Source: an optimization exercise on an open RTL-to-GDS flow (aim: a short achievable clock period). Production flows keep margins and buffers that such runs may drop. Function was checked by simulation only, so behaviour that the tests miss may differ from the original. No activity file was given, so power comes from the tool's default toggle rates.

==> inputs of v20 <==
## id_issue_stage
module id_issue_stage
#(
    parameter int XLEN  = 32,
    parameter int NREGS = 32
) (
    input  logic            clk,
    input  logic            rst_n,
    input  logic            in_valid,
    output logic            in_ready,
    input  logic [31:0]     in_instr,
    output logic            out_valid,
    input  logic            out_ready,
    output logic [31:0]     Instruction,
    output logic [XLEN-1:0] A,
    output logic [XLEN-1:0] B,
    output logic [4:0]      shamt,
    output logic [XLEN-1:0] store_data,
    output logic [4:0]      dest,
    output logic            dest_wen,
    input  logic            wb_en,
    input  logic [4:0]      wb_addr,
    input  logic [XLEN-1:0] wb_data,
    input  logic            flush
);
    logic [5:0]  op;
    logic [4:0]  rs, rt, rd;
    logic [15:0] imm;
    logic        is_r, wen, bsext, bzext;
    logic [4:0]  dst;
    assign op  = in_instr[cpu_pkg::OP_HI:cpu_pkg::OP_LO];
    assign rs  = in_instr[cpu_pkg::RS_HI:cpu_pkg::RS_LO];
    assign rt  = in_instr[cpu_pkg::RT_HI:cpu_pkg::RT_LO];
    assign rd  = in_instr[cpu_pkg::RD_HI:cpu_pkg::RD_LO];
    assign imm = in_instr[cpu_pkg::IMM_HI:cpu_pkg::IMM_LO];
    assign is_r  = (op == cpu_pkg::OP_RTYPE);
    assign bsext = (op == cpu_pkg::OP_ADDIU) || (op == cpu_pkg::OP_LW) || (op == cpu_pkg::OP_SW);
    assign bzext = (op == cpu_pkg::OP_ANDI);
    assign dst   = is_r ? rd : rt;
    assign wen   = (is_r || op == cpu_pkg::OP_ADDIU || op == cpu_pkg::OP_LW ||
                    op == cpu_pkg::OP_ANDI) && (dst != 5'd0);
    logic [XLEN-1:0] rs_val, rt_val;
    reg_file_2r1w #(.XLEN(XLEN), .NREGS(NREGS)) u_rf (
        .clk   (clk),
        .rst_n (rst_n),
        .ra0   (rs),
        .rd0   (rs_val),
        .ra1   (rt),
        .rd1   (rt_val),
        .we    (wb_en),
        .wa    (wb_addr),
        .wd    (wb_data)
    );
    logic [NREGS-1:0] busy_q;
    logic [NREGS-1:1] busy_d;
    logic             out_valid_q;
    logic             dest_wen_q;
    logic [4:0]       dest_q;
    assign busy_q[0] = 1'b0;
    logic [3:0] lk_tn_rs, lk_tn_rt, lk_tn_rd;
    logic [2:0] lk_ne_a, lk_ne_b;
    logic       slot_free, accept, ready_int;
    busy_lookup u_lk_rs (.busy(busy_q), .x(rs), .wb_en(wb_en), .wb_addr(wb_addr),
  ...
==> flow/config.mk <==
export PLATFORM = sky130hd
export DESIGN_NAME = id_issue_stage
export DESIGN_NICKNAME = id_issue_stage
export VERILOG_FILES = /design/flow/design.v
export SDC_FILE = /design/flow/constraint.sdc
export NUM_CORES = 4
export LEC_CHECK = 0
export CAP_MARGIN = 20
export CORE_MARGIN = 2
export CORE_UTILIZATION = 30
export PLACE_DENSITY = 0.4
export SETUP_SLACK_MARGIN = 4.5
export SLEW_MARGIN = 20
export SYNTH_HIERARCHICAL = 1
==> flow/constraint.sdc <==
create_clock -name core_clock -period 9.0 [get_ports {clk}]
set_input_delay 1.8000 -clock core_clock [delete_from_list [all_inputs] [get_ports {clk}]]
set_output_delay 1.8000 -clock core_clock [all_outputs]
set_load 0.01 [all_outputs]
run.sh (not shown) runs the stock make flow with config.mk's settings and CLKGATE_MAP_FILE= SYNTH_SCRIPT=/design/flow/synth_recipe.tcl, a recipe that flattens the netlist after the stock synthesis.
==> inputs of v38, as changes to v20 <==
--- a/flow/design.v
+++ b/flow/design.v
@@ -116,13 +116,13 @@
     logic             out_valid_q;
     logic             dest_wen_q;
     logic [4:0]       dest_q;
     assign busy_q[0] = 1'b0;
     logic [3:0] lk_tn_rs, lk_tn_rt, lk_tn_rd;
     logic [2:0] lk_ne_a, lk_ne_b;
-    logic       slot_free, accept, ready_int;
+    logic       slot_free, accept;
     busy_lookup u_lk_rs (.busy(busy_q), .x(rs), .wb_en(wb_en), .wb_addr(wb_addr),
                          .tn(lk_tn_rs), .ne_a(lk_ne_a[0]), .ne_b(lk_ne_b[0]));
     busy_lookup u_lk_rt (.busy(busy_q), .x(rt), .wb_en(wb_en), .wb_addr(wb_addr),
                          .tn(lk_tn_rt), .ne_a(lk_ne_a[1]), .ne_b(lk_ne_b[1]));
     busy_lookup u_lk_rd (.busy(busy_q), .x(rd), .wb_en(wb_en), .wb_addr(wb_addr),
                          .tn(lk_tn_rd), .ne_a(lk_ne_a[2]), .ne_b(lk_ne_b[2]));
@@ -137,17 +137,16 @@
         .flush     (flush),
         .tn_rs     (lk_tn_rs),
         .tn_rt     (lk_tn_rt),
         .tn_rd     (lk_tn_rd),
         .ne_a      (lk_ne_a),
         .ne_b      (lk_ne_b),
-        .in_ready  (in_ready),
-        .ready_int (ready_int)
+        .in_ready  (in_ready)
     );
     assign slot_free = ~out_valid_q | out_ready;
-    assign accept    = in_valid & ready_int;
+    assign accept    = in_valid & in_ready;
     always_comb begin
         for (int i = 1; i < NREGS; i++) begin
             busy_d[i] = busy_q[i];
             if (wb_en && wb_addr == 5'(i)) busy_d[i] = 1'b0;
             if (flush && out_valid_q && dest_wen_q && dest_q == 5'(i)) busy_d[i] = 1'b0;
             if (accept && wen && dst == 5'(i)) busy_d[i] = 1'b1;
@@ -244,14 +243,13 @@
     input  logic       flush,
     input  logic [3:0] tn_rs,
     input  logic [3:0] tn_rt,
     input  logic [3:0] tn_rd,
     input  logic [2:0] ne_a,
     input  logic [2:0] ne_b,
-    output logic       in_ready,
-    output logic       ready_int
+    output logic       in_ready
 );
     logic iv_r, nblk, n1, n2;
     logic [2:0] ok_lo, ok_hi;
     gate_ivr  u_ivr (.op(op), .iv(in_valid), .y(iv_r));
     gate_nblk u_blk (.ov(out_valid), .ordy(out_ready), .fl(flush), .y(nblk));
     operand_ok u_rs (.xh(xh_rs), .gate(in_valid), .ne_a(ne_a[0]), .ne_b(ne_b[0]), .tn(tn_rs),
@@ -260,13 +258,12 @@
                      .ok_lo(ok_lo[1]), .ok_hi(ok_hi[1]));
     operand_ok u_rd (.xh(xh_rd), .gate(iv_r),     .ne_a(ne_a[2]), .ne_b(ne_b[2]), .tn(tn_rd),
                      .ok_lo(ok_lo[2]), .ok_hi(ok_hi[2]));
     gate_nand4 u_n1 (.a(ok_lo[0]), .b(ok_hi[0]), .c(ok_lo[1]), .d(ok_hi[1]), .y(n1));
     gate_nand3 u_n2 (.a(ok_lo[2]), .b(ok_hi[2]), .c(nblk), .y(n2));
     gate_nor2  u_rdy (.a(n1), .b(n2), .y(in_ready));
-    gate_nor2  u_int (.a(n1), .b(n2), .y(ready_int));
 endmodule
 module gate_inv (input logic a, output logic y);
     assign y = ~a;
 endmodule
 module gate_mux2i (input logic a0, input logic a1, input logic s, output logic y);
     assign y = ~(s ? a1 : a0);
==> inputs of v23, as changes to v20 <==
--- a/flow/design.v
+++ b/flow/design.v
@@ -114,40 +114,39 @@
     logic [NREGS-1:0] busy_q;
     logic [NREGS-1:1] busy_d;
     logic             out_valid_q;
     logic             dest_wen_q;
     logic [4:0]       dest_q;
     assign busy_q[0] = 1'b0;
-    logic [3:0] lk_tn_rs, lk_tn_rt, lk_tn_rd;
+    logic [3:0] lk_t_rs, lk_t_rt, lk_t_rd;
     logic [2:0] lk_ne_a, lk_ne_b;
-    logic       slot_free, accept, ready_int;
+    logic       slot_free, accept;
     busy_lookup u_lk_rs (.busy(busy_q), .x(rs), .wb_en(wb_en), .wb_addr(wb_addr),
-                         .tn(lk_tn_rs), .ne_a(lk_ne_a[0]), .ne_b(lk_ne_b[0]));
+                         .t(lk_t_rs), .ne_a(lk_ne_a[0]), .ne_b(lk_ne_b[0]));
     busy_lookup u_lk_rt (.busy(busy_q), .x(rt), .wb_en(wb_en), .wb_addr(wb_addr),
-                         .tn(lk_tn_rt), .ne_a(lk_ne_a[1]), .ne_b(lk_ne_b[1]));
+                         .t(lk_t_rt), .ne_a(lk_ne_a[1]), .ne_b(lk_ne_b[1]));
     busy_lookup u_lk_rd (.busy(busy_q), .x(rd), .wb_en(wb_en), .wb_addr(wb_addr),
-                         .tn(lk_tn_rd), .ne_a(lk_ne_a[2]), .ne_b(lk_ne_b[2]));
+                         .t(lk_t_rd), .ne_a(lk_ne_a[2]), .ne_b(lk_ne_b[2]));
     ready_gate u_rdy (
         .op        (op),
         .xh_rs     (rs[4:3]),
         .xh_rt     (rt[4:3]),
         .xh_rd     (rd[4:3]),
         .in_valid  (in_valid),
         .out_valid (out_valid_q),
         .out_ready (out_ready),
         .flush     (flush),
-        .tn_rs     (lk_tn_rs),
-        .tn_rt     (lk_tn_rt),
-        .tn_rd     (lk_tn_rd),
+        .t_rs      (lk_t_rs),
+        .t_rt      (lk_t_rt),
+        .t_rd      (lk_t_rd),
         .ne_a      (lk_ne_a),
         .ne_b      (lk_ne_b),
-        .in_ready  (in_ready),
-        .ready_int (ready_int)
+        .in_ready  (in_ready)
     );
     assign slot_free = ~out_valid_q | out_ready;
-    assign accept    = in_valid & ready_int;
+    assign accept    = in_valid & in_ready;
     always_comb begin
         for (int i = 1; i < NREGS; i++) begin
             busy_d[i] = busy_q[i];
             if (wb_en && wb_addr == 5'(i)) busy_d[i] = 1'b0;
             if (flush && out_valid_q && dest_wen_q && dest_q == 5'(i)) busy_d[i] = 1'b0;
             if (accept && wen && dst == 5'(i)) busy_d[i] = 1'b1;
@@ -188,85 +187,87 @@
 endmodule
 module busy_lookup (
     input  logic [31:0] busy,
     input  logic [4:0]  x,
     input  logic        wb_en,
     input  logic [4:0]  wb_addr,
-    output logic [3:0]  tn,
+    output logic [3:0]  t,
     output logic        ne_a,
     output logic        ne_b
 );
+    logic [31:0] l0;
     logic [15:0] l1;
     logic [7:0]  l2;
     logic [4:0]  e;
+    for (genvar i = 0; i < 32; i++) begin : g_l0
+        gate_inv u (.a(busy[i]), .y(l0[i]));
+    end
     for (genvar i = 0; i < 16; i++) begin : g_l1
-        gate_mux2i u (.a0(busy[2*i]), .a1(busy[2*i+1]), .s(x[0]), .y(l1[i]));
+        gate_mux2i u (.a0(l0[2*i]), .a1(l0[2*i+1]), .s(x[0]), .y(l1[i]));
     end
     for (genvar i = 0; i < 8; i++) begin : g_l2
         gate_mux2i u (.a0(l1[2*i]), .a1(l1[2*i+1]), .s(x[1]), .y(l2[i]));
     end
     for (genvar i = 0; i < 4; i++) begin : g_l3
-        gate_mux2i u (.a0(l2[2*i]), .a1(l2[2*i+1]), .s(x[2]), .y(tn[i]));
+        gate_mux2i u (.a0(l2[2*i]), .a1(l2[2*i+1]), .s(x[2]), .y(t[i]));
     end
     for (genvar i = 0; i < 5; i++) begin : g_eq
         gate_xnor2 u (.a(x[i]), .b(wb_addr[i]), .y(e[i]));
     end
     gate_nand3 u_na (.a(e[0]), .b(e[1]), .c(e[2]), .y(ne_a));
     gate_nand3 u_nb (.a(e[3]), .b(e[4]), .c(wb_en), .y(ne_b));
 endmodule
 module operand_ok (
     input  logic [1:0] xh,
     input  logic       gate,
     input  logic       ne_a,
     input  logic       ne_b,
-    input  logic [3:0] tn,
+    input  logic [3:0] t,
     output logic       ok_lo,
     output logic       ok_hi
 );
     logic [1:0] xhn;
-    logic [3:0] gn;
+    logic [3:0] g;
     gate_inv u_n3 (.a(xh[0]), .y(xhn[0]));
     gate_inv u_n4 (.a(xh[1]), .y(xhn[1]));
-    gate_o2111ai u_g0 (.a1(ne_a), .a2(ne_b), .b1(gate), .c1(xhn[1]), .d1(xhn[0]), .y(gn[0]));
-    gate_o2111ai u_g1 (.a1(ne_a), .a2(ne_b), .b1(gate), .c1(xhn[1]), .d1(xh[0]),  .y(gn[1]));
-    gate_o2111ai u_g2 (.a1(ne_a), .a2(ne_b), .b1(gate), .c1(xh[1]),  .d1(xhn[0]), .y(gn[2]));
-    gate_o2111ai u_g3 (.a1(ne_a), .a2(ne_b), .b1(gate), .c1(xh[1]),  .d1(xh[0]),  .y(gn[3]));
-    gate_o22a u_lo (.a1(tn[0]), .a2(gn[0]), .b1(tn[1]), .b2(gn[1]), .y(ok_lo));
-    gate_o22a u_hi (.a1(tn[2]), .a2(gn[2]), .b1(tn[3]), .b2(gn[3]), .y(ok_hi));
+    gate_o2111a u_g0 (.a1(ne_a), .a2(ne_b), .b1(gate), .c1(xhn[1]), .d1(xhn[0]), .y(g[0]));
+    gate_o2111a u_g1 (.a1(ne_a), .a2(ne_b), .b1(gate), .c1(xhn[1]), .d1(xh[0]),  .y(g[1]));
+    gate_o2111a u_g2 (.a1(ne_a), .a2(ne_b), .b1(gate), .c1(xh[1]),  .d1(xhn[0]), .y(g[2]));
+    gate_o2111a u_g3 (.a1(ne_a), .a2(ne_b), .b1(gate), .c1(xh[1]),  .d1(xh[0]),  .y(g[3]));
+    gate_a22oi u_lo (.a1(t[0]), .a2(g[0]), .b1(t[1]), .b2(g[1]), .y(ok_lo));
+    gate_a22oi u_hi (.a1(t[2]), .a2(g[2]), .b1(t[3]), .b2(g[3]), .y(ok_hi));
 endmodule
 module ready_gate (
     input  logic [5:0] op,
     input  logic [1:0] xh_rs,
     input  logic [1:0] xh_rt,
     input  logic [1:0] xh_rd,
     input  logic       in_valid,
     input  logic       out_valid,
     input  logic       out_ready,
     input  logic       flush,
-    input  logic [3:0] tn_rs,
-    input  logic [3:0] tn_rt,
-    input  logic [3:0] tn_rd,
+    input  logic [3:0] t_rs,
+    input  logic [3:0] t_rt,
+    input  logic [3:0] t_rd,
     input  logic [2:0] ne_a,
     input  logic [2:0] ne_b,
-    output logic       in_ready,
-    output logic       ready_int
+    output logic       in_ready
 );
     logic iv_r, nblk, n1, n2;
     logic [2:0] ok_lo, ok_hi;
     gate_ivr  u_ivr (.op(op), .iv(in_valid), .y(iv_r));
     gate_nblk u_blk (.ov(out_valid), .ordy(out_ready), .fl(flush), .y(nblk));
-    operand_ok u_rs (.xh(xh_rs), .gate(in_valid), .ne_a(ne_a[0]), .ne_b(ne_b[0]), .tn(tn_rs),
+    operand_ok u_rs (.xh(xh_rs), .gate(in_valid), .ne_a(ne_a[0]), .ne_b(ne_b[0]), .t(t_rs),
                      .ok_lo(ok_lo[0]), .ok_hi(ok_hi[0]));
-    operand_ok u_rt (.xh(xh_rt), .gate(in_valid), .ne_a(ne_a[1]), .ne_b(ne_b[1]), .tn(tn_rt),
+    operand_ok u_rt (.xh(xh_rt), .gate(in_valid), .ne_a(ne_a[1]), .ne_b(ne_b[1]), .t(t_rt),
                      .ok_lo(ok_lo[1]), .ok_hi(ok_hi[1]));
-    operand_ok u_rd (.xh(xh_rd), .gate(iv_r),     .ne_a(ne_a[2]), .ne_b(ne_b[2]), .tn(tn_rd),
+    operand_ok u_rd (.xh(xh_rd), .gate(iv_r),     .ne_a(ne_a[2]), .ne_b(ne_b[2]), .t(t_rd),
                      .ok_lo(ok_lo[2]), .ok_hi(ok_hi[2]));
     gate_nand4 u_n1 (.a(ok_lo[0]), .b(ok_hi[0]), .c(ok_lo[1]), .d(ok_hi[1]), .y(n1));
     gate_nand3 u_n2 (.a(ok_lo[2]), .b(ok_hi[2]), .c(nblk), .y(n2));
     gate_nor2  u_rdy (.a(n1), .b(n2), .y(in_ready));
-    gate_nor2  u_int (.a(n1), .b(n2), .y(ready_int));
 endmodule
 module gate_inv (input logic a, output logic y);
     assign y = ~a;
 endmodule
 module gate_mux2i (input logic a0, input logic a1, input logic s, output logic y);
     assign y = ~(s ? a1 : a0);
@@ -274,26 +275,26 @@
 module gate_xnor2 (input logic a, input logic b, output logic y);
     assign y = ~(a ^ b);
 endmodule
 module gate_nand3 (input logic a, input logic b, input logic c, output logic y);
     assign y = ~(a & b & c);
 endmodule
-module gate_o2111ai (input logic a1, input logic a2, input logic b1, input logic c1,
-                     input logic d1, output logic y);
-    assign y = ~((a1 | a2) & b1 & c1 & d1);
-endmodule
-module gate_o22a (input logic a1, input logic a2, input logic b1, input logic b2,
-                  output logic y);
-    assign y = (a1 | a2) & (b1 | b2);
+module gate_o2111a (input logic a1, input logic a2, input logic b1, input logic c1,
+                    input logic d1, output logic y);
+    assign y = (a1 | a2) & b1 & c1 & d1;
 endmodule
 module gate_nand4 (input logic a, input logic b, input logic c, input logic d, output logic y);
     assign y = ~(a & b & c & d);
 endmodule
 module gate_nor2 (input logic a, input logic b, output logic y);
     assign y = ~(a | b);
 endmodule
+module gate_a22oi (input logic a1, input logic a2, input logic b1, input logic b2,
+                   output logic y);
+    assign y = ~((a1 & a2) | (b1 & b2));
+endmodule
 module gate_ivr (input logic [5:0] op, input logic iv, output logic y);
     logic za, zb;
     gate_nor3 u_za (.a(op[0]), .b(op[1]), .c(op[2]), .y(za));
     gate_nor3 u_zb (.a(op[3]), .b(op[4]), .c(op[5]), .y(zb));
     gate_and3 u_y  (.a(za), .b(zb), .c(iv), .y(y));
 endmodule
==> comparison table <==
Status: v20 complete, no violations; v23 complete, no violations; v38 complete, no violations
Final core occ: v20 0.366; v23 0.359; v38 0.361
Final critical path time including I/O delays and setup: v20 5030 ps; v23 5080 ps; v38 5010 ps
Die area: v20 203,000 µm²; v23 204,000 µm²; v38 202,000 µm²
Met2 layer usage reported by global route: v20 0.489; v23 0.491; v38 0.479
DRT met1 WL: v20 141 mm; v23 139 mm; v38 142 mm
Max-slew headroom at the worst pin: v20 0.0818; v23 0.157; v38 0.127
Global-route total usage across every layer: v20 0.338; v23 0.330; v38 0.335
Flop-to-flop setup slack: v20 4780 ps; v23 6300 ps; v38 5620 ps
Cell depth of the worst setup path: v20 8; v23 9; v38 8
CP max-delay cell: v20 sky130_fd_sc_hd__mux2i_2; v23 sky130_fd_sc_hd__buf_4; v38 sky130_fd_sc_hd__buf_4
Wire length of the first global-routing pass: v20 469 mm; v23 461 mm; v38 465 mm
Clock share of power: v20 0.384; v23 0.378; v38 0.377
Start point of the critical path: v20 in_instr[22]; v23 in_instr[19]; v38 in_instr[23]
DRT Wirelength: v20 353 mm; v23 347 mm; v38 349 mm
Latest clock arrival within the worst-skew pair: v20 830 ps; v23 820 ps; v38 840 ps
Critical path data arrival time: v20 3230 ps; v23 3280 ps; v38 3210 ps
Vertical extent of the die: v20 450 µm; v23 451 µm; v38 450 µm
Placed wire-length estimate after detailed placement: v20 206 mm; v23 205 mm; v38 203 mm
Worst-margin pin slew: v20 1370 ps; v23 1260 ps; v38 1310 ps

==> re-timing with driven ports <==
Ports are ideal in the flow. The routed layouts listed here were re-timed in OpenROAD. Step 1 (the two cells are an assumption about what drives the block):
set clk [get_ports {clk}]
set_driving_cell -lib_cell sky130_fd_sc_hd__clkbuf_16 $clk
set_driving_cell -lib_cell sky130_fd_sc_hd__buf_2 [delete_from_list [all_inputs] $clk]
Step 2 adds t to the input delays and takes it off the output delays; t is the mean of the earliest and latest rising clock arrival at the registers after step 1. Input paths then give back, and output paths get back, about the clock's delay inside the block. a / b / c = ideal ports / drivers / drivers and shift; a / b = the first two.
| run | t (ns) | slack for setup (ns) | hold slack, ns | latest minus earliest clock arrival (ns) | cell pins on the clock port's net |
|---|---|---|---|---|---|
| v20 | 0.901 | 3.973 / 3.716 / 2.998 | 0.518 / 0.518 / 0.518 | 0.046 / 0.045 | 1 |
| v38 | 0.914 | 3.989 / 3.754 / 3.410 | 0.520 / 0.520 / 0.520 | 0.038 / 0.038 | 1 |
| v23 | 0.891 | 3.916 / 3.694 / 3.290 | 0.519 / 0.519 / 0.519 | 0.042 / 0.042 | 1 |
After both steps setup and hold are still met in every run listed. For v20, which loses most, drivers alone change the setup slack by -0.257 ns; drivers and shift together by -0.975 ns.
